Background: an optimization exercise with open tools, aiming at small area and a short achievable clock period. Do not read the settings as production practice. RTL that was checked went through simulation tests only; none was proved equivalent to the original. No activity file was given, so power comes from the tool's default toggle rates.

// bmd_ep_mem
module bmd_ep_mem
(
   input  wire              clk,
   input  wire              rst_i,
   input  wire [6:0]        a_i,
   input  wire              wr_en_i,
   input  wire [31:0]       wr_d_i,
   output logic [31:0]      rd_d_o,
   output logic             init_rst_o,
   output logic [80:0]      mwr_desc_o,
   output logic [80:0]      mrd_desc_o,
   output logic [31:0]      mwr_data_o,
   output logic             mwr_zerolen_en_o,
   output logic [3:0]       trn_wait_count_o,
   output logic [31:0]      cpld_data_o,
   output logic             rd_metering_o,
   output logic [7:0]       mwr_wrr_cnt_o,
   output logic [7:0]       mrd_wrr_cnt_o,
   output logic             mrd_done_o,
   input  wire              mwr_done_i,
   input  wire [81:0]       cpl_status_i,
   input  wire [8:0]        link_cfg_i,
   input  wire              tags_all_back_i
);
   localparam int CPL_SIZE_W = 21;
   localparam int PERF_W     = 32;
   bmd_pkg::csr_idx_e    a_idx;
   bmd_pkg::dma_desc_t   mwr_desc;
   bmd_pkg::dma_desc_t   mrd_desc;
   bmd_pkg::cpl_status_t cpl_status;
   bmd_pkg::link_cfg_t   link_cfg;
   assign a_idx      = bmd_pkg::csr_idx_e'(a_i);
   assign cpl_status = cpl_status_i;
   assign link_cfg   = link_cfg_i;
   assign mwr_desc_o = mwr_desc;
   assign mrd_desc_o = mrd_desc;
   logic [31:0] mwr_perf;
   logic [31:0] mrd_perf;
   logic        mwr_perf_ld;
   logic        mrd_perf_ld;
   csr_regfile u_csr_regfile (
      .clk              (clk),
  ...
clock: 5.8 ns
lec_check: 0
cap_margin: 20
core_margin: 2
core_utilization: 55
setup_slack_margin: 3.38
slew_margin: 20
synth_hierarchical: 1
standard.sh (not shown) runs the stock make flow with config.mk's settings and CLKGATE_MAP_FILE= SYNTH_SCRIPT=/design/flow/synth_recipe.tcl, a recipe that flattens the netlist after the stock synthesis.
==> flow/flow/run.sh <==
#!/bin/bash
# Standard layout, with the smallest plain buffer on every port instead of the
# default delay buffer (the resizer still upsizes any that timing needs), and a
# clock tree of smaller buffers without dummy balancing loads.
set -uo pipefail
export BUFFER_PORTS_ARGS="-buffer_cell sky130_fd_sc_hd__buf_1"
export CTS_ARGS="-sink_clustering_enable -repair_clock_nets -dont_use_dummy_load -sink_clustering_size 16 -sink_clustering_max_diameter 50 -buf_list {sky130_fd_sc_hd__clkbuf_4 sky130_fd_sc_hd__clkbuf_8}"
bash standard.sh > standard.log 2>&1
Change:
--- a/flow/design.v
+++ b/flow/design.v
@@ -81,43 +81,41 @@
    output logic             rd_metering_o,
    output logic [7:0]       mwr_wrr_cnt_o,
    output logic [7:0]       mrd_wrr_cnt_o,
    output logic             mwr_perf_ld_o,
    output logic             mrd_perf_ld_o
 );
    logic [31:0] rd_word;
-   logic [3:0][17:0] we_b;
-   logic [3:0][17:0] hold_b;
-   logic [3:0][17:0] sel_b;
    logic [17:0] we_lo, we_hi;
    logic [17:0] hold_lo, hold_hi;
+   logic [17:0] sel_lo, sel_hi;
    logic [17:0][31:0] we32;
    logic [17:0][31:0] hold32;
    logic [17:0][31:0] sel32;
-   for (genvar g = 0; g < 4; g++) begin : g_dec
-      bmd_csr_dec u_dec (
-         .a_i     (a_i),
-         .wr_en_i (wr_en_i),
-         .rst_i   (rst_i),
-         .sel_o   (sel_b[g]),
-         .we_o    (we_b[g]),
-         .hold_o  (hold_b[g])
-      );
-   end
-   assign we_lo   = we_b[0];
-   assign hold_lo = hold_b[0];
-   assign we_hi   = we_b[2];
-   assign hold_hi = hold_b[2];
+   bmd_csr_dec u_dec_lo (
+      .a_i     (a_i),
+      .wr_en_i (wr_en_i),
+      .rst_i   (rst_i),
+      .sel_o   (sel_lo),
+      .we_o    (we_lo),
+      .hold_o  (hold_lo)
+   );
+   bmd_csr_dec u_dec_hi (
+      .a_i     (a_i),
+      .wr_en_i (wr_en_i),
+      .rst_i   (rst_i),
+      .sel_o   (sel_hi),
+      .we_o    (we_hi),
+      .hold_o  (hold_hi)
+   );
    always_comb begin
       for (int k = 0; k < 18; k++) begin
-         for (int g = 0; g < 4; g++) begin
-            we32[k][8*g +: 8]   = {8{we_b[g][k]}};
-            hold32[k][8*g +: 8] = {8{hold_b[g][k]}};
-            sel32[k][8*g +: 8]  = {8{sel_b[g][k]}};
-         end
+         we32[k]   = {{16{we_hi[k]}}, {16{we_lo[k]}}};
+         hold32[k] = {{16{hold_hi[k]}}, {16{hold_lo[k]}}};
+         sel32[k]  = {{16{sel_hi[k]}}, {16{sel_lo[k]}}};
       end
    end
    logic start_we;
    logic start_hold;
    logic start_we_hi;
    logic start_hold_hi;
    assign start_we      = we_lo[REG_DMA_CS] && !init_rst_o;
@@ -154,16 +152,16 @@
       mrd_desc_o.count <= (we32[REG_MRD_COUNT][15:0] & wr_d_i[15:0]) | (hold32[REG_MRD_COUNT][15:0] & mrd_desc_o.count);
       rd_metering_o <= (we32[REG_ARB_CTRL][1] & wr_d_i[1]) | (hold32[REG_ARB_CTRL][1] & rd_metering_o);
       mwr_wrr_cnt_o <= (we32[REG_ARB_CTRL][23:16] & wr_d_i[23:16]) | (hold32[REG_ARB_CTRL][23:16] & mwr_wrr_cnt_o)
                      | ({8{rst_i}} & WRR_CNT_RESET);
       mrd_wrr_cnt_o <= (we32[REG_ARB_CTRL][31:24] & wr_d_i[31:24]) | (hold32[REG_ARB_CTRL][31:24] & mrd_wrr_cnt_o)
                      | ({8{rst_i}} & WRR_CNT_RESET);
    end
-   assign mwr_perf_ld_o = we_b[1][REG_MWR_PERF];
-   assign mrd_perf_ld_o = we_b[3][REG_MRD_PERF];
+   assign mwr_perf_ld_o = we_lo[REG_MWR_PERF];
+   assign mrd_perf_ld_o = we_hi[REG_MRD_PERF];
    always_comb begin
       rd_word = (sel32[REG_CTRL] &
                  {FPGA_FAMILY, 4'b0, INTERFACE_TYPE, VERSION_NUMBER, 7'b0, init_rst_o})
               | (sel32[REG_DMA_CS] &
                  {cpl_status_i.data_err, 6'b0, mrd_done_i,
                   mrd_desc_o.int_dis, mrd_desc_o.nosnoop, mrd_desc_o.relaxed, 4'b0,
                   mrd_desc_o.start,
After rerunning: Critical path depth decreases by 3. Worst setup slack gains 0.017 ns. Non-clock buffer count decreases by 2. Synthesized cell count decreases by 5.0%. Sequential power is about the same. Sequential share of layout area increases by 0.72 points. Routed wire length increases by 6.1%.
For the first run of this note, only the layout was checked, not whether the RTL still works.

what the ideal ports hide:
The flow's constraints put no driver on any port. The routed layouts listed below were extracted and timed again, unchanged, in two steps. Step 1, drivers: a clkbuf_16 drives clk and a buf_2 each remaining input, both assumed. Step 2, shift: input delay + t, output delay - t, t = (earliest + latest rising clock arrival at the registers) / 2. This alone moves slack from input paths to output paths. Three values: no drivers, after step 1, after step 2; two values: the first two.
run	shift t [ns]	setup slack, ns	worst register clock-pin slew, ns
the first run	0.689	3.335 / 3.316 / 2.669	0.11 / 0.11
the second run	0.682	3.353 / 3.320 / 2.689	0.10 / 0.10
After both steps every run listed still meets setup and hold. For the first run, which loses most, drivers alone change the setup slack by -0.019 ns; drivers and shift together by -0.666 ns.
